This is an optimization exercise on Yosys and OpenROAD, whose aim is small area, not a production implementation.
Only simulation tests tie the RTL to the original design; equivalence was not proved.
Power figures rest on the tool's default switching activity, not on a simulated workload.

==> design/flow/design.v <==
package trli_pkg;
  localparam int unsigned HOUR_W = 5;
  localparam int unsigned MIN_W  = 6;
  localparam int unsigned LVL_W  = 8;
  localparam int unsigned NCH    = 4;
endpackage
module timed_rgbw_light_interpolator_top #(
  parameter int unsigned SLOTS = 16
) (
  input  logic        clk_i,
  input  logic        rst_ni,
  input  logic        in_valid_i,
  output logic        in_ready_o,
  input  logic        op_i,
  input  logic [3:0]  entry_index_i,
  input  logic        entry_valid_i,
  input  logic [4:0]  entry_hour_i,
  input  logic [5:0]  entry_minute_i,
  input  logic [7:0]  entry_red_i,
  input  logic [7:0]  entry_green_i,
  input  logic [7:0]  entry_blue_i,
  input  logic [7:0]  entry_white_i,
  input  logic [31:0] now_unix_i,
  input  logic [4:0]  now_hour_i,
  input  logic [5:0]  now_minute_i,
  output logic        out_valid_o,
  input  logic        out_ready_i,
  output logic        active_o,
  output logic [7:0]  level_red_o,
  output logic [7:0]  level_green_o,
  output logic [7:0]  level_blue_o,
  output logic [7:0]  level_white_o
);
  typedef enum logic [3:0] {
    S_IDLE,
    S_SCANW,    
    S_SCAN,     
    S_SCANE,    
    S_SCAN2W,   
    S_SCAN2,    
    S_TP,       
    S_CHK,      
    S_ADVW,     
    S_ADVS,     
    S_XF,       
    S_CAP0,     
    S_DIV,      
    S_RST,      
    S_FIN
  } state_e;
  state_e state_q, state_d;
  logic [3:0]        pos_q;
  logic [15:0][43:0] mem_q;
  logic [43:0]       head, wdata, pwr;
  logic              init_q, wr, load_take;
  logic              h_valid;
  logic [4:0]        h_hour;
  logic [5:0]        h_min;
  logic [10:0]       h_hm, now_hm;
  assign head    = mem_q[0];
  assign h_valid = head[43];
  assign h_hour  = head[42:38];
  assign h_min   = head[37:32];
  assign h_hm    = head[42:32];
  assign now_hm  = {now_hour_i, now_minute_i};
  always_comb begin
    pwr = '0;
    if (pos_q == 4'd0) pwr[43] = 1'b1;
    if (pos_q == 4'd1) pwr = {1'b1, 5'd12, 6'd0, 32'hFFFF_FFFF};
  end
  assign wdata = init_q ? pwr
                        : {entry_valid_i, entry_hour_i, entry_minute_i,
                           entry_white_i, entry_blue_i, entry_green_i, entry_red_i};
  assign load_take = (state_q == S_IDLE) && !init_q && in_valid_i && !op_i &&
                     (pos_q == entry_index_i);
  assign wr = init_q || load_take;
  always_ff @(posedge clk_i) begin
    mem_q <= {(wr ? wdata : head), mem_q[15:1]};
  end
  always_ff @(posedge clk_i or negedge rst_ni) begin
    if (!rst_ni) pos_q <= '0;
    else         pos_q <= pos_q + 1'b1;
  end
  logic [31:0] a_q, b_q;           
  logic [33:0] r_q;                
  logic [7:0]  q_q;                
  logic [7:0]  p_q, n_q;           
  logic [7:0]  p2_q, n2_q;         
  logic [3:0]  prev_q, next_q;
  logic [31:0] lvl_q;
  logic        act_q, oval_q, pend_q, empty_q;
  logic        found_q, hprev_q, walk_q, stop_q, wprev_q;
  logic        adjn_q, adjp_q, advd_q, tgt_q, gt_q;
  logic        gotp_q, gotn_q;
  logic [2:0]  step_q;
  logic [1:0]  ch_q, ph_q;
  logic later, eq_now, same;
  assign later  = h_hm > now_hm;
  assign eq_now = h_hm == now_hm;
  assign same   = h_hm == {p2_q[4:0], n2_q[5:0]};
  typedef enum logic [2:0] {X_0, X_R, X_R1, X_R6, X_B, X_U, X_HT} xsel_e;
  typedef enum logic [3:0] {Y_0, Y_A, Y_B, Y_U, Y_R2, Y_HN, Y_MT, Y_MN, Y_DAY} ysel_e;
  xsel_e       xsel;
  ysel_e       ysel;
  logic        inv, cin;
  logic [33:0] xop, yop, sum;
  logic        cout;
  logic [4:0]  h_t;
  logic [5:0]  m_t;
  assign h_t = tgt_q ? p_q[4:0] : p2_q[4:0];
  assign m_t = tgt_q ? n_q[5:0] : n2_q[5:0];
  always_comb begin
    unique case (xsel)
      X_R:     xop = r_q;
      X_R1:    xop = {r_q[32:0], 1'b0};
      X_R6:    xop = {r_q[27:0], 6'd0};
      X_B:     xop = {2'b00, b_q};
      X_U:     xop = {2'b00, now_unix_i};
      X_HT:    xop = {29'd0, h_t};
      default: xop = '0;
    endcase
    unique case (ysel)
      Y_A:     yop = {2'b00, a_q};
      Y_B:     yop = {2'b00, b_q};
      Y_U:     yop = {2'b00, now_unix_i};
      Y_R2:    yop = {r_q[31:0], 2'd0};
      Y_HN:    yop = {29'd0, now_hour_i};
      Y_MT:    yop = {28'd0, m_t};
      Y_MN:    yop = {28'd0, now_minute_i};
      Y_DAY:   yop = 34'd1440;
      default: yop = '0;
    endcase
  end
  assign {cout, sum} = {1'b0, xop} + {1'b0, yop ^ {34{inv}}} + {34'd0, cin};
  logic [8:0] e_s;
  logic [7:0] e_abs, yq, res;
  logic       e_neg, e_bit, den0;
  assign e_s   = {1'b0, n_q} - {1'b0, p_q};
  assign e_neg = e_s[8];
  assign e_abs = e_neg ? (~e_s[7:0] + 8'd1) : e_s[7:0];
  assign e_bit = e_abs[3'd7 - step_q];
  assign den0  = (b_q == 32'd0);
  assign yq    = q_q + {7'd0, cout};
  assign res   = den0 ? p_q : (e_neg ? (p_q - yq) : (p_q + yq));
  logic [1:0] cap_ch;
  logic [7:0] h_lvl;
  assign cap_ch = (state_q == S_DIV) ? (ch_q + 2'd1) : ch_q;
  always_comb begin
    unique case (cap_ch)
      2'd0:    h_lvl = head[7:0];
      2'd1:    h_lvl = head[15:8];
      2'd2:    h_lvl = head[23:16];
      default: h_lvl = head[31:24];
    endcase
  end
  logic tick_go;
  assign tick_go    = (state_q == S_IDLE) && in_valid_i && op_i && !oval_q;
  assign in_ready_o = load_take || (state_q == S_FIN);
  logic div_last;    
  assign div_last = (step_q == 3'd7) && (ph_q == 2'd3);
  logic wr_r, wr_a, wr_b;
  always_comb begin
    xsel = X_0;
    ysel = Y_0;
    inv  = 1'b0;
    cin  = 1'b0;
    wr_r = 1'b0;
    wr_a = 1'b0;
    wr_b = 1'b0;
    unique case (state_q)
      S_TP: begin
        unique case (step_q)
          3'd0: begin xsel = X_HT; ysel = Y_HN; inv = 1'b1; cin = 1'b1; wr_r = 1'b1; end
          3'd1, 3'd5: begin xsel = X_R6; ysel = Y_R2; inv = 1'b1; cin = 1'b1; wr_r = 1'b1; end
          3'd2: begin xsel = X_R; ysel = Y_MT; wr_r = 1'b1; end
          3'd3: begin xsel = X_R; ysel = Y_MN; inv = 1'b1; cin = 1'b1; wr_r = 1'b1; end
          3'd4: begin
            xsel = X_R;
            ysel = (tgt_q ? adjp_q : adjn_q) ? Y_DAY : Y_0;
            inv  = tgt_q;
            cin  = tgt_q;
            wr_r = 1'b1;
          end
          default: begin
            xsel = X_R; ysel = Y_U;
            wr_a = tgt_q;
            wr_b = !tgt_q;
          end
        endcase
      end
      S_CHK: begin xsel = X_B; ysel = Y_U; inv = 1'b1; cin = 1'b1; end
      S_ADVW: begin xsel = X_B; wr_a = 1'b1; end
      S_XF: begin
        unique case (step_q)
          3'd0: begin xsel = X_U; ysel = Y_A; inv = 1'b1; cin = 1'b1; wr_a = 1'b1; end
          3'd1: begin xsel = X_B; ysel = Y_U; inv = 1'b1; cin = 1'b1; wr_b = 1'b1; end
          3'd2: begin xsel = X_B; ysel = Y_A; wr_b = 1'b1; end
          default: begin xsel = X_B; ysel = Y_A; inv = 1'b1; cin = 1'b1; end
        endcase
      end
      S_DIV: begin
        unique case (ph_q)
          2'd0: begin
            xsel = (step_q == 3'd0) ? X_0 : X_R1;
            ysel = !e_bit ? Y_0 : (gt_q ? Y_B : Y_A);
            wr_r = 1'b1;
          end
          2'd1, 2'd2: begin xsel = X_R; ysel = Y_B; inv = 1'b1; cin = 1'b1; end
          default: begin xsel = X_R1; ysel = Y_B; inv = 1'b1; cin = !e_neg; end
        endcase
      end
      S_RST: begin
        unique case (step_q)
          3'd0: begin xsel = X_B; ysel = Y_A; inv = 1'b1; cin = 1'b1; wr_b = 1'b1; end
          3'd1: begin xsel = X_B; ysel = Y_U; wr_b = 1'b1; end
          default: begin xsel = X_U; ysel = Y_A; inv = 1'b1; cin = 1'b1; wr_a = 1'b1; end
        endcase
      end
      default: ;
    endcase
  end
  always_comb begin
    state_d = state_q;
    unique case (state_q)
      S_IDLE: begin
        if (tick_go) begin
          if (pend_q)       state_d = S_SCANW;
          else if (empty_q) state_d = S_FIN;
          else              state_d = S_CHK;
        end
      end
      S_SCANW:  if (pos_q == 4'd15) state_d = S_SCAN;
      S_SCAN:   if (pos_q == 4'd15) state_d = S_SCANE;
      S_SCANE: begin
        if (found_q)      state_d = S_TP;
        else if (hprev_q) state_d = S_SCAN2W;
        else              state_d = S_FIN;
      end
      S_SCAN2W: if (pos_q == 4'd15) state_d = S_SCAN2;
      S_SCAN2:  if (h_valid) state_d = S_TP;
      S_TP: begin
        if (step_q == 3'd6) begin
          if (!tgt_q && !advd_q) state_d = S_TP;       
          else if (advd_q)       state_d = S_XF;
          else                   state_d = S_CHK;
        end
      end
      S_CHK:  state_d = (!cout && !advd_q) ? S_ADVW : S_XF;
      S_ADVW: if (pos_q == next_q) state_d = S_ADVS;
      S_ADVS: if (h_valid) state_d = S_TP;
      S_XF:   if (step_q == 3'd3) state_d = S_CAP0;
      S_CAP0: if ((gotp_q || pos_q == prev_q) && (gotn_q || pos_q == next_q)) state_d = S_DIV;
      S_DIV:  if (div_last && ch_q == 2'd3) state_d = S_RST;
      S_RST:  if (step_q == 3'd2) state_d = S_FIN;
      S_FIN:  state_d = S_IDLE;
      default: state_d = S_IDLE;
    endcase
  end
  always_ff @(posedge clk_i or negedge rst_ni) begin
    if (!rst_ni) begin
      state_q <= S_IDLE;
      init_q  <= 1'b1;
      pend_q  <= 1'b1;
      oval_q  <= 1'b0;
    end else begin
      state_q <= state_d;
      if (init_q && pos_q == 4'd15) init_q <= 1'b0;
      if (load_take) pend_q <= 1'b1;
      else if (tick_go) pend_q <= 1'b0;
      if (state_q == S_FIN) oval_q <= 1'b1;
      else if (out_ready_i) oval_q <= 1'b0;
    end
  end
  always_ff @(posedge clk_i) begin
    if (wr_r) r_q <= sum;
    if (wr_a) a_q <= sum[31:0];
    if (wr_b) b_q <= sum[31:0];
    unique case (state_q)
      S_IDLE: begin
        found_q <= 1'b0;
        hprev_q <= 1'b0;
        walk_q  <= 1'b0;
        stop_q  <= 1'b0;
        wprev_q <= 1'b0;
        advd_q  <= 1'b0;
        tgt_q   <= 1'b0;
        step_q  <= 3'd0;
      end
      S_SCAN: begin
        if (h_valid) begin
          if (!found_q) begin
            if (later) begin
              found_q <= 1'b1;
              next_q  <= pos_q;
              p2_q    <= {3'b000, h_hour};
              n2_q    <= {2'b00, h_min};
              adjn_q  <= 1'b0;
              walk_q  <= !hprev_q;
            end else begin
              prev_q  <= pos_q;
              hprev_q <= 1'b1;
              p_q     <= {3'b000, h_hour};
              n_q     <= {2'b00, h_min};
              adjp_q  <= 1'b0;
            end
          end else if (walk_q && !stop_q) begin
            if (same) begin
              stop_q <= 1'b1;
            end else begin
              prev_q  <= pos_q;
              wprev_q <= 1'b1;
              p_q     <= {3'b000, h_hour};
              n_q     <= {2'b00, h_min};
              adjp_q  <= later;
            end
          end
        end
      end
      S_SCANE: begin
        if (found_q) begin
          empty_q <= 1'b0;
          if (walk_q && !wprev_q) begin
            prev_q <= next_q;
            p_q    <= p2_q;
            n_q    <= n2_q;
            adjp_q <= 1'b1;
          end
        end else if (!hprev_q) begin
          empty_q <= 1'b1;
        end
      end
      S_SCAN2: begin
        if (h_valid) begin
          next_q  <= pos_q;
          empty_q <= 1'b0;
          p2_q    <= {3'b000, h_hour};
          n2_q    <= {2'b00, h_min};
          adjn_q  <= !later && !eq_now;
        end
      end
      S_TP: begin
        step_q <= step_q + 3'd1;
        if (step_q == 3'd6) begin
          step_q <= 3'd0;
          tgt_q  <= !tgt_q;
        end
      end
      S_CHK: begin
        tgt_q  <= 1'b0;
        step_q <= 3'd0;
        if (!cout && !advd_q) advd_q <= 1'b1;
      end
      S_ADVW: begin
        if (pos_q == next_q) prev_q <= next_q;
      end
      S_ADVS: begin
        if (h_valid) begin
          next_q <= pos_q;
          p2_q   <= {3'b000, h_hour};
          n2_q   <= {2'b00, h_min};
          adjn_q <= !later && !eq_now;
        end
      end
      S_XF: begin
        step_q <= step_q + 3'd1;
        if (step_q == 3'd3) begin
          step_q <= 3'd0;
          gt_q   <= !cout;
          ch_q   <= 2'd0;
          ph_q   <= 2'd0;
          gotp_q <= 1'b0;
          gotn_q <= 1'b0;
        end
      end
      S_CAP0: begin
        if (pos_q == prev_q) begin p_q <= h_lvl; gotp_q <= 1'b1; end
        if (pos_q == next_q) begin n_q <= h_lvl; gotn_q <= 1'b1; end
        if ((gotp_q || pos_q == prev_q) && (gotn_q || pos_q == next_q)) begin
          gotp_q <= 1'b0;
          gotn_q <= 1'b0;
        end
      end
      S_DIV: begin
        if (pos_q == prev_q) begin p2_q <= h_lvl; end
        if (pos_q == next_q) begin n2_q <= h_lvl; end
        unique case (ph_q)
          2'd0: begin
            q_q  <= (step_q == 3'd0) ? 8'd0 : {q_q[6:0], 1'b0};
            ph_q <= 2'd1;
          end
          2'd1, 2'd2: begin
            if (cout) begin
              r_q <= sum;
              q_q <= q_q + 8'd1;
            end
            if (cout && ph_q == 2'd1) ph_q <= 2'd2;
            else if (step_q == 3'd7)  ph_q <= 2'd3;
            else begin
              ph_q   <= 2'd0;
              step_q <= step_q + 3'd1;
            end
          end
          default: begin
            unique case (ch_q)
              2'd0: lvl_q[7:0]   <= res;
              2'd1: lvl_q[15:8]  <= res;
              2'd2: lvl_q[23:16] <= res;
              default: lvl_q[31:24] <= res;
            endcase
            ch_q   <= ch_q + 2'd1;
            ph_q   <= 2'd0;
            step_q <= 3'd0;
            p_q    <= p2_q;
            n_q    <= n2_q;
          end
        endcase
      end
      S_RST: begin
        step_q <= step_q + 3'd1;
      end
      S_FIN: begin
        act_q <= !empty_q;
        if (empty_q) lvl_q <= '0;
      end
      default: ;
    endcase
  end
  assign out_valid_o   = oval_q;
  assign active_o      = act_q;
  assign level_red_o   = lvl_q[7:0];
  assign level_green_o = lvl_q[15:8];
  assign level_blue_o  = lvl_q[23:16];
  assign level_white_o = lvl_q[31:24];
endmodule
==> design/flow/run.sh <==
#!/bin/bash
# synth_recipe.tcl (not shown) runs the flow's synth.tcl, then flattens the netlist and writes it again
# the make line also repeats each setting of config.mk as NAME=value (left out here)
make -C /OpenROAD-flow-scripts/flow DESIGN_CONFIG=/design/flow/config.mk WORK_HOME=/design/flow/orfs CLKGATE_MAP_FILE= SYNTH_SCRIPT=/design/flow/synth_recipe.tcl finish
==> design/flow/config.mk <==
export PLATFORM = sky130hd
export DESIGN_NAME = timed_rgbw_light_interpolator_top
export DESIGN_NICKNAME = timed_rgbw_light_interpolator_top
export VERILOG_FILES = /design/flow/design.v
export SDC_FILE = /design/flow/constraint.sdc
export NUM_CORES = 4
export LEC_CHECK = 0
export CAP_MARGIN = 20
export CORE_MARGIN = 2
export CORE_UTILIZATION = 45
export PLACE_DENSITY = 0.6
export SLEW_MARGIN = 20
==> design/flow/constraint.sdc <==
create_clock -name core_clock -period 12.0 [get_ports {clk_i}]
set_input_delay 2.4000 -clock core_clock [delete_from_list [all_inputs] [get_ports {clk_i}]]
set_output_delay 2.4000 -clock core_clock [all_outputs]
set_load 0.01 [all_outputs]
==> results_tabular.tex <==
\begin{tabular}{lr}
\hline
Metric & Value \\
\hline
\multicolumn{2}{l}{\textbf{GRT}} \\
Largest net degree at the start of global routing & 50 \\
Number of antenna violations at the first check in global routing & 0 \\
Total GRT Usage & 20.25\% \\
Vias in the first global route & 18918 \\
Total overflow reported by the global router & 0 \\
Global-route wire length before repair & 109000 um \\
\multicolumn{2}{l}{\textbf{Place}} \\
Count of input and output buffers & 130 \\
Estimated wirelength of the detail-placed design & roughly 48000 um \\
Routability-driven placement congestion ratio & 0.9004 \\
\multicolumn{2}{l}{\textbf{Timing}} \\
Final setup viols & 0 \\
Setup repair after global routing missed its margin & false \\
Highest clock rate & 93.55 MHz \\
Worst clock skew & 35.06 ps \\
Accumulated negative setup slack & 0 ps \\
Relative slew slack & between 30\% and 40\% \\
Count of final hold-check violations & 0 \\
Slew of the pin with the lowest slew margin & 964.2 ps \\
Slew Limit Fails & 0 \\
Final critical-path share of the clock period & between 80\% and 90\% \\
Final Critical Period & about 11000 ps \\
\multicolumn{2}{l}{\textbf{Final layout}} \\
Final antenna diode count & 0 \\
Relative area change from synthesis to final layout & 17.09\% \\
Area occupied by multi-input gates & 9493 um2 \\
Number of filler cells placed in the layout & between 5000 and 6000 \\
Net count reported at finish & 2838 \\
Area occupied by registers & 20010 um2 \\
Share of post-route cells with drive strength above 1 & 10.06\% \\
\multicolumn{2}{l}{\textbf{Detailed routing}} \\
Avg Vias per Cell & 5.310 \\
Iter 0 DRT Violations & roughly 1700 \\
Post-detailed-route DRC marker count & 0 \\
Post-route antenna net violation count & 0 \\
Detailed-routing iteration count for the pre-antenna-repair pass & 6 \\
Routed length per placed instance & approximately 20 um \\
Total wire length after detailed routing & 70340 um \\
Via Count & 19099 \\
\multicolumn{2}{l}{\textbf{Clock tree}} \\
CTS H-tree depth & 3 \\
Root Buffer Master & sky130\_fd\_sc\_hd\_\_clkbuf\_16 \\
\# Post-CTS Setup Buffers & 0 \\
CTS buffer count & 88 \\
Clock Tree Buf Depth & 3 \\
Total number of clock tree sinks & 914 \\
CTS resizes & 0 \\
CTS hold repair buffers & 0 \\
TritonCTS clock tree & yes \\
Clock insertion delay at the later pin of the skew report & approximately 650 ps \\
Clock slew seen by the registers of the worst setup and hold paths & $\sim$60 ps \\
\multicolumn{2}{l}{\textbf{Die}} \\
Boundary pin count & around 130 \\
Die height & 263.3 um \\
Core area & roughly 67000 um2 \\
Row count & 95 \\
Horizontal die dimension & 263.3 um \\
DIE AREA & 69330 um2 \\
Initial standard-cell utilization of the core & a little under half \\
\multicolumn{2}{l}{\textbf{Worst setup path}} \\
WS Path Type & reg -> reg \\
Worst r2r src & n\_q[0]\$\_DFFE\_PP\_ \\
Biggest cell delay along the critical path & 590 ps \\
R2R Setup Slk & 1310 ps \\
Worst path required time & between 10000 and 15000 ps \\
Cell with the largest stage delay on the worst path & sky130\_fd\_sc\_hd\_\_o41ai\_1 \\
Data arrival time at the worst-slack endpoint & around 11000 ps \\
CP Launch Type & flop \\
Worst setup path endpoint & lvl\_q[23]\$\_DFFE\_PP\_ \\
Reg2Reg Depth & 44 \\
Endpoint of the worst-slack reg-to-reg timing path & lvl\_q[23]\$\_DFFE\_PP\_ \\
Critical Path Most Common Cell & sky130\_fd\_sc\_hd\_\_ha\_1 \\
Start point of the critical path & n\_q[0]\$\_DFFE\_PP\_ \\
CP endpoint kind & flop \\
Peak fanout along the critical path & 12 \\
\multicolumn{2}{l}{\textbf{Synthesis}} \\
Synthesized area per cell & 12.02 um2 \\
Share of synthesized area occupied by flip-flops and latches & 66.12\% \\
Syn nets & 2700 \\
Number of synthesized register bits & 914 \\
Proportion of register bits with asynchronous set or reset after synthesis & 1.204\% \\
Synth Warn \# & 1 \\
Cell count after synthesis & 2517 \\
Post-synthesis instance area & just over 30000 um2 \\
Most used flip-flop cell after synthesis & sky130\_fd\_sc\_hd\_\_dfxtp\_1 \\
Distinct cell type count of the synthesized netlist & between 80 and 90 \\
Number of enable flip-flop cells after synthesis & between 150 and 200 \\
\multicolumn{2}{l}{\textbf{Power and ir drop}} \\
Total power & $\sim$11000 uW \\
P\_leak & 0.01396 uW \\
Pwr/cell area & 308.2 nW/um2 \\
IR Drop Worst-Case VDD & around 150 uV \\
\multicolumn{2}{l}{\textbf{Run status}} \\
Result of the run & finished clean \\
\multicolumn{2}{l}{\textbf{Flow run}} \\
Max-cap violation count & 0 \\
\multicolumn{2}{l}{\textbf{Hold path}} \\
Hold Path Class & reg -> reg \\
\hline
\end{tabular}
layer usage:
layer | global-route usage (%) | share of wire, %
met5 | 0 | 0
met2 | 33.00 | 47
met3 | 3.171 | 4.9
met1 | 27.09 | 45
met4 | 8.093 | 3.4
state kept, by name (all words and copies together) (netlist names), 2 cells and up:
| name | flops |
|---|---|
| pos_q | 4 |
| n2_q | 8 |
| a_q | 32 |
| p2_q | 8 |
| ph_q | 2 |
| step_q | 3 |
| prev_q | 4 |
| next_q | 4 |
| p_q | 8 |
| mem_q | 704 |
| ch_q | 2 |
| q_q | 8 |
| state_q | 4 |
| r_q | 34 |
| lvl_q | 32 |
| b_q | 32 |
| n_q | 8 |
critical path, delay by kind of cell, from the launching register on:
kind / cells / cell delay (ps)
fa+ha+maj: 8 / 2540
simple gates: 9 / 1490
compound gates: 20 / 5020
buf+inv: 4 / 330
flops: 1 / 370
xor+xnor: 3 / 720
metrics by stage:
step                std cells  area [um2]  hold slack, ps  setup slack, ps  utilization (%)
floorplan                2517       30260           309.6             3005                -
global placement         3438       32440           309.5             1605            48.47
detailed placement       3438       32450           312.1             1356            48.49
CTS                      3597       35430           313.2             1309            52.94
global route             3597       35430           322.8            456.6            52.95
finish                   3597       35430           309.8             1311            52.95
logic make-up (layout without fill, tap and decap cells):
kind of cell,after synthesis,after routing,synth area share [%]
DFF,914,914,66.12
xor gates and xnor gates,110,110,3.184
buffers and inverters,204,411,2.745
and+or+nand+nor,613,613,9.361
muxes,63,63,2.576
adders and majority gates,87,87,3.697
AOI/OAI and AO/OA,526,526,12.32
area by class of cell:
type / count / share of cell area [%]
inverter: 95 / 1.006
tap: 873 / 3.083
multi-input combinational: 1399 / 26.79
sequential: 914 / 56.46
clock inverter: 37 / 1.462
clock buffer: 122 / 6.949
timing repair buffer: 157 / 4.244
cells in the final DEF, fill, tap and decap left out, drive strengths merged, types with 35 or more instances in the layout:
master,n
a21oi,128
a22oi,62
clkbuf,122
clkdlybuf4s50,130
dfxtp,738
edfxtp,165
ha,83
inv,100
mux2,39
nand2,181
nand3,52
nor2,195
nor3,41
o21ai,100
o22a,35
xnor2,68
xor2,42
worst min-delay path by stage:
stage	from	end	slack, ps	depth (start not counted)
final	mem_q[109]$_DFF_P_	mem_q[65]$_DFF_P_	310	0
after global routing	mem_q[250]$_DFF_P_	mem_q[206]$_DFF_P_	320	0
after CTS	mem_q[371]$_DFF_P_	mem_q[327]$_DFF_P_	310	0
after detailed placement	mem_q[166]$_DFF_P_	mem_q[122]$_DFF_P_	310	0
after global placement	mem_q[438]$_DFF_P_	mem_q[394]$_DFF_P_	310	0
after floorplan	mem_q[44]$_DFF_P_	mem_q[0]$_DFF_P_	310	0
Yosys cell counts, drive strengths merged (5+ instances only):
| cell | instances | share of area [%] |
|---|---|---|
| o31ai | 5 | 0.12 |
| nor3b | 5 | 0.12 |
| edfxtp | 165 | 16 |
| dfrtp | 9 | 0.74 |
| xnor2 | 68 | 2.0 |
| and2 | 16 | 0.33 |
| nand2 | 181 | 2.2 |
| nand2b | 14 | 0.29 |
| nand3 | 52 | 0.86 |
| or2 | 11 | 0.23 |
| nor2 | 195 | 2.4 |
| o21bai | 6 | 0.15 |
| inv | 93 | 1.2 |
| nor4 | 22 | 0.52 |
| dfxtp | 738 | 49 |
| o41ai | 5 | 0.14 |
| mux2i | 16 | 0.53 |
| o21ai | 100 | 1.7 |
| mux2 | 39 | 1.5 |
| nor2b | 30 | 0.63 |
| a221o | 13 | 0.43 |
| nand4 | 14 | 0.29 |
| a21o | 26 | 0.65 |
| a22oi | 62 | 1.5 |
| o21a | 17 | 0.42 |
| a211oi | 22 | 0.58 |
| nor3 | 41 | 0.68 |
| xor2 | 42 | 1.2 |
| o22a | 35 | 1.0 |
| a31oi | 10 | 0.21 |
| mux4 | 8 | 0.60 |
| a2111oi | 9 | 0.45 |
| clkbuf | 79 | 0.98 |
| ha | 83 | 3.4 |
| a21oi | 128 | 2.1 |
| buf | 30 | 0.58 |
| o211ai | 32 | 1.1 |
| and3 | 19 | 0.39 |
| a221oi | 5 | 0.17 |
| o22ai | 9 | 0.21 |
power by group:
group / total [uW] / internal, uW / switching [uW]
logic: 4200 / 1570 / 2630
clock network: 2770 / 1610 / 1160
registers: 3950 / 3750 / 199
total: 10900 / 6920 / 4000

==> separate check: timing with driven ports <==
The flow's constraints put no driver on any port. The routed layout listed below was extracted and timed again, unchanged, in two steps.
Step 1: set_driving_cell puts a clkbuf_16 on clk_i and a buf_2 on each other input, an assumption about the parent block.
Step 2, shift: input delay + t, output delay - t, t = (earliest + latest rising clock arrival at the registers) / 2. This alone moves slack from input paths to output paths.
Slacks: ideal ports / drivers / drivers and shift; pairs: ideal ports / drivers.
t, ns: 0.693
slack for setup (ns): 1.311 / 1.311 / 1.311
latest minus earliest clock arrival (ns): 0.035 / 0.035
worst register clock-pin slew, ns: 0.07 / 0.07
worst data-port slew with drivers (ns): 0.06
After both steps this run still meets setup and hold. For this run, drivers alone change the setup slack by 0.000 ns; drivers and shift together by 0.000 ns.
